What follows belongs to an exercise in optimizing a design on an open flow for small area; a production flow would make more cautious choices.
Function was checked by simulation only, so behaviour that the tests miss may differ from the original.
No activity file was given, so power comes from the tool's default toggle rates.

== rev 12 ==
==> flow/design.v <==
package adc_capture_pkg;
	localparam int NUM_CH = 8;
	localparam int SAMPLE_W = 12;
	localparam int LANE_W = 16;  
	localparam int WORD_W = 128;
	localparam int ADDR_MAX_W = 15;  
endpackage
module adc_capture_top (
	input  logic           adc_clkinp,
	input  logic           reset,
	input  logic [95:0]    frame,        
	input  logic           frame_valid,
	input  logic [5:0]     cfg,          
	input  logic [15:0]    rec_length,
	input  logic           trig,
	input  logic           state_reset,
	output logic           trig_ack,
	output logic           mem_wr_wren,
	output logic [14:0]    mem_wr_addr,
	output logic [127:0]   mem_wr_data,
	output logic           irq
);
	logic samp_sum, packed_mode;
	logic [3:0] divisor;
	assign samp_sum = cfg[5];
	assign packed_mode = cfg[4];
	assign divisor = cfg[3:0];
	logic capturing;
	assign capturing = trig_ack;
	logic [3:0] grp_cnt;
	logic grp_last;
	assign grp_last = (grp_cnt == divisor);
	always_ff @(posedge adc_clkinp)
	begin
		if (reset || !capturing)
			grp_cnt <= '0;
		else if (frame_valid)
			grp_cnt <= grp_last ? 4'd0 : grp_cnt + 4'd1;
	end
	logic z1, dv1, z2, pv2, pv3;
	always_ff @(posedge adc_clkinp)
	begin
		z1 <= capturing && frame_valid && (!samp_sum || (grp_cnt == 4'd0));
		dv1 <= capturing && !reset && frame_valid && grp_last;
		z2 <= z1;
		pv2 <= capturing && !reset && dv1;
		pv3 <= pv2;
	end
	logic [95:0] r1;
	logic [47:0] r2_hi;                
	logic [47:0] acc_lo, acc_lo_d;     
	logic [79:0] acc_hi;               
	logic [7:0] cl;                    
	logic [47:0] lo_sum;
	logic [7:0] lo_cout;
	logic [79:0] hi_sum;
	logic [127:0] dec;
	logic [95:0] pk_dec;
	for (genvar i = 0; i < 8; i++)
	begin : g_lane
		logic [6:0] c;
		logic [10:0] ch;
		logic [5:0] la;
		logic [9:0] ha;
		assign la = z1 ? 6'd0 : acc_lo[6*i +: 6];
		assign ha = z2 ? 10'd0 : acc_hi[10*i +: 10];
		assign c[0] = 1'b0;
		for (genvar j = 0; j < 6; j++)
		begin : g_lo
			logic x, y;
			assign x = la[j];
			assign y = r1[12*i + j];
			assign lo_sum[6*i + j] = x ^ y ^ c[j];
			assign c[j+1] = (x & y) | (c[j] & (x ^ y));
		end
		assign lo_cout[i] = c[6];
		assign ch[0] = cl[i];
		for (genvar j = 0; j < 10; j++)
		begin : g_hi
			logic x, y;
			assign x = ha[j];
			assign y = (j < 6) ? r2_hi[6*i + j] : 1'b0;
			assign hi_sum[10*i + j] = x ^ y ^ ch[j];
			assign ch[j+1] = (x & y) | (ch[j] & (x ^ y));
		end
	end
	always_ff @(posedge adc_clkinp)
	begin
		r1 <= (capturing && frame_valid) ? frame : 96'd0;  
		for (int i = 0; i < 8; i++)
			r2_hi[6*i +: 6] <= r1[12*i + 6 +: 6];
		cl <= lo_cout;
		acc_lo_d <= acc_lo;
		acc_lo <= lo_sum;
		for (int i = 0; i < 8; i++)
		begin
			acc_hi[10*i +: 6] <= hi_sum[10*i +: 6];
			if (packed_mode)
			begin
				if (pv3)
					acc_hi[10*i + 6 +: 4] <= pk_hv[4*i +: 4];
			end
			else
				acc_hi[10*i + 6 +: 4] <= hi_sum[10*i + 6 +: 4];
		end
	end
	always_comb
		for (int i = 0; i < 8; i++)
		begin
			dec[16*i +: 16] = {acc_hi[10*i +: 10], acc_lo_d[6*i +: 6]};
			pk_dec[12*i +: 12] = dec[16*i +: 12];
		end
	logic [95:0] pk_prev;
	logic [63:0] pk_rest, pk_rest_d;
	logic [31:0] pk_hv;    
	for (genvar i = 0; i < 6; i++)
	begin : g_pk
		assign pk_hv[4*i +: 4] = pk_dec[16*i + 12 +: 4];
		assign pk_prev[16*i + 12 +: 4] = acc_hi[10*i + 6 +: 4];
		for (genvar b = 0; b < 12; b++)
		begin : g_b
			if (i < 2 && b < 4)
				assign pk_prev[16*i + b] = acc_hi[10*(6 + i) + 6 + b];
			else
			begin : g_r
				assign pk_prev[16*i + b] = pk_rest[12*i + b - (i == 0 ? 4 : 8)];
				assign pk_rest_d[12*i + b - (i == 0 ? 4 : 8)] = pk_dec[16*i + b];
			end
		end
	end
	assign pk_hv[24 +: 4] = pk_dec[0 +: 4];
	assign pk_hv[28 +: 4] = pk_dec[16 +: 4];
	always_ff @(posedge adc_clkinp)
	begin
		if (pv3)
			pk_rest <= pk_rest_d;
	end
	logic [1:0] ph;
	logic wv;
	always_ff @(posedge adc_clkinp)
	begin
		if (reset || !capturing)
			ph <= 2'd0;
		else if (pv2 && packed_mode)
			ph <= ph + 2'd1;
	end
	assign wv = pv2 && (!packed_mode || ph != 2'd0);
	logic [15:0] wcnt, nacc;
	logic rec_end, wr_acc;
	assign nacc = wcnt + {15'd0, mem_wr_wren};
	assign rec_end = nacc[15] || (nacc == rec_length);
	assign wr_acc = capturing && wv && !rec_end;
	always_ff @(posedge adc_clkinp)
	begin
		if (reset || state_reset)
		begin
			trig_ack <= 1'b0;
			irq <= 1'b0;
			wcnt <= 16'd0;
			mem_wr_wren <= 1'b0;
		end
		else
		begin
			mem_wr_wren <= wr_acc;
			wcnt <= nacc;
			if (!trig_ack && !irq && trig)
				trig_ack <= 1'b1;
			else if (trig_ack && rec_end)
			begin
				trig_ack <= 1'b0;
				irq <= 1'b1;
			end
		end
	end
	assign mem_wr_addr = wcnt[14:0];
	always_comb
	begin
		if (!packed_mode)
			mem_wr_data = dec;
		else
			case (ph)
				2'd2: mem_wr_data = {pk_dec[31:0], pk_prev[95:0]};
				2'd3: mem_wr_data = {pk_dec[63:0], pk_prev[95:32]};
				default: mem_wr_data = {pk_dec[95:0], pk_prev[95:64]};
			endcase
	end
endmodule
export LEC_CHECK = 0
export CAP_MARGIN = 20
export CORE_MARGIN = 2
export CORE_UTILIZATION = 40
export SLEW_MARGIN = 20
create_clock -name core_clock -period 5.0 [get_ports {adc_clkinp}]
run.sh (not shown) runs the stock make flow with config.mk's settings and CLKGATE_MAP_FILE= SYNTH_SCRIPT=/design/flow/synth_recipe.tcl, a recipe that flattens the netlist after the stock synthesis.
Modified inputs, rev 13 compared to rev 12
==> flow/design.v, changed modules only <==
module adc_capture_top (
	input  logic           adc_clkinp,
	input  logic           reset,
	input  logic [95:0]    frame,        
	input  logic           frame_valid,
	input  logic [5:0]     cfg,          
	input  logic [15:0]    rec_length,
	input  logic           trig,
	input  logic           state_reset,
	output logic           trig_ack,
	output logic           mem_wr_wren,
	output logic [14:0]    mem_wr_addr,
	output logic [127:0]   mem_wr_data,
	output logic           irq
);
	logic samp_sum, packed_mode;
	logic [3:0] divisor;
	assign samp_sum = cfg[5];
	assign packed_mode = cfg[4];
	assign divisor = cfg[3:0];
	logic capturing;
	assign capturing = trig_ack;
	logic [3:0] grp_cnt;
	logic grp_last;
	assign grp_last = (grp_cnt == divisor);
	always_ff @(posedge adc_clkinp)
	begin
		if (reset || !capturing)
			grp_cnt <= '0;
		else if (frame_valid)
			grp_cnt <= grp_last ? 4'd0 : grp_cnt + 4'd1;
	end
	logic a1, f1, dv1, a2, f2, pv2, pv3;
	always_ff @(posedge adc_clkinp)
	begin
		a1 <= capturing && frame_valid;
		f1 <= !samp_sum || (grp_cnt == 4'd0);
		dv1 <= capturing && !reset && frame_valid && grp_last;
		a2 <= a1;
		f2 <= f1;
		pv2 <= capturing && !reset && dv1;
		pv3 <= pv2;
	end
	logic [95:0] r1;
	logic [47:0] r2_hi;                
	logic [47:0] acc_lo, acc_lo_d;     
	logic [79:0] acc_hi;               
	logic [7:0] cl;                    
	logic [47:0] lo_sum;
	logic [7:0] lo_cout;
	logic [79:0] hi_sum;
	for (genvar i = 0; i < 8; i++)
	begin : g_lane
		logic [6:0] c;
		logic [10:0] ch;
		logic [5:0] la;
		logic [9:0] ha;
		assign la = f1 ? 6'd0 : acc_lo[6*i +: 6];
		assign ha = f2 ? 10'd0 : acc_hi[10*i +: 10];
		assign c[0] = 1'b0;
		for (genvar j = 0; j < 6; j++)
		begin : g_lo
			logic x, y;
			assign x = la[j];
			assign y = r1[12*i + j];
			assign lo_sum[6*i + j] = x ^ y ^ c[j];
			assign c[j+1] = (x & y) | (c[j] & (x ^ y));
		end
		assign lo_cout[i] = c[6];
		assign ch[0] = cl[i];
		for (genvar j = 0; j < 10; j++)
		begin : g_hi
			logic x, y;
			assign x = ha[j];
			assign y = (j < 6) ? r2_hi[6*i + j] : 1'b0;
			assign hi_sum[10*i + j] = x ^ y ^ ch[j];
			assign ch[j+1] = (x & y) | (ch[j] & (x ^ y));
		end
	end
	always_ff @(posedge adc_clkinp)
	begin
		r1 <= frame;
		for (int i = 0; i < 8; i++)
			r2_hi[6*i +: 6] <= r1[12*i + 6 +: 6];
		cl <= lo_cout;
		acc_lo_d <= acc_lo;
		if (a1)
			acc_lo <= lo_sum;
		if (a2)
			acc_hi <= hi_sum;
	end
	logic [127:0] dec;
	logic [95:0] pk_dec;
	always_comb
		for (int i = 0; i < 8; i++)
		begin
			dec[16*i +: 16] = {acc_hi[10*i +: 10], acc_lo_d[6*i +: 6]};
			pk_dec[12*i +: 12] = dec[16*i +: 12];
		end
	logic [95:0] pk_prev;
	always_ff @(posedge adc_clkinp)
	begin
		if (pv3)
			pk_prev <= pk_dec;
	end
	logic [1:0] ph;
	logic wv;
	always_ff @(posedge adc_clkinp)
	begin
		if (reset || !capturing)
			ph <= 2'd0;
		else if (pv2 && packed_mode)
			ph <= ph + 2'd1;
	end
	assign wv = pv2 && (!packed_mode || ph != 2'd0);
	logic [15:0] wcnt, nacc;
	logic rec_end, wr_acc;
	assign nacc = wcnt + {15'd0, mem_wr_wren};
	assign rec_end = nacc[15] || (nacc == rec_length);
	assign wr_acc = capturing && wv && !rec_end;
	always_ff @(posedge adc_clkinp)
	begin
		if (reset || state_reset)
		begin
			trig_ack <= 1'b0;
			irq <= 1'b0;
			wcnt <= 16'd0;
			mem_wr_wren <= 1'b0;
		end
		else
		begin
			mem_wr_wren <= wr_acc;
			wcnt <= nacc;
			if (!trig_ack && !irq && trig)
				trig_ack <= 1'b1;
			else if (trig_ack && rec_end)
			begin
				trig_ack <= 1'b0;
				irq <= 1'b1;
			end
		end
	end
	assign mem_wr_addr = wcnt[14:0];
	always_comb
	begin
		if (!packed_mode)
			mem_wr_data = dec;
		else
			case (ph)
				2'd2: mem_wr_data = {pk_dec[31:0], pk_prev[95:0]};
				2'd3: mem_wr_data = {pk_dec[63:0], pk_prev[95:32]};
				default: mem_wr_data = {pk_dec[95:0], pk_prev[95:64]};
			endcase
	end
endmodule
### Flow results
- On net switching fraction of the power: rev 13 sits below rev 12.
- Proportion of power drawn by combinational gates came out lower on rev 13 than on rev 12.
- Diff rev 12 -> rev 13: hold slack flat; minimum setup slack in the final design shows a reduction of 77 ps; routed metal-1 wirelength now sits higher; post-detailed-route wirelength per cell increased about 5%.
- Global-route usage is lower on rev 13
- Area: rev 13 vs rev 12 -> rev 13 larger
- Delta (rev 13 minus rev 12): register-to-register setup slack +70 ps; wire length on met2 moved down; first-iteration DRC count went up 26%.
- Compared with rev 12, rev 13 shows a lower critical path depth.
- Between rev 12 and rev 13, the non-clock buffer count figures differ only marginally.
- Rev 13 has detailed-placement wirelength estimate above what rev 12 had.
- Rev 13 reports its destination of the critical timing path as mem_wr_data[96] while rev 12 reports mem_wr_data[33].

-- what the ideal ports hide --
How much do the figures lean on ideal ports? The routed layouts below were timed once more, with nothing changed but the port constraints.
Step 1 (the two cells are an assumption about what drives the block):
set clk [get_ports {adc_clkinp}]
set_driving_cell -lib_cell sky130_fd_sc_hd__clkbuf_16 $clk
set_driving_cell -lib_cell sky130_fd_sc_hd__buf_2 [delete_from_list [all_inputs] $clk]
Step 2 moves the port delays by t, midway between the first and last clock arrival at a register: inputs arrive t later, outputs are due t later. That takes back most of the time a late clock gives input paths.
Slacks: no drivers / after step 1 / after step 2; pairs: no drivers / after step 1.
run | shift t [ns] | slack for setup (ns) | pins driven straight from the clock port
rev 12 | 0.609 | 0.461 / 0.403 / 0.718 | 1
rev 13 | 0.649 | 0.385 / 0.330 / 0.792 | 1
After both steps setup and hold are still met in every run listed.
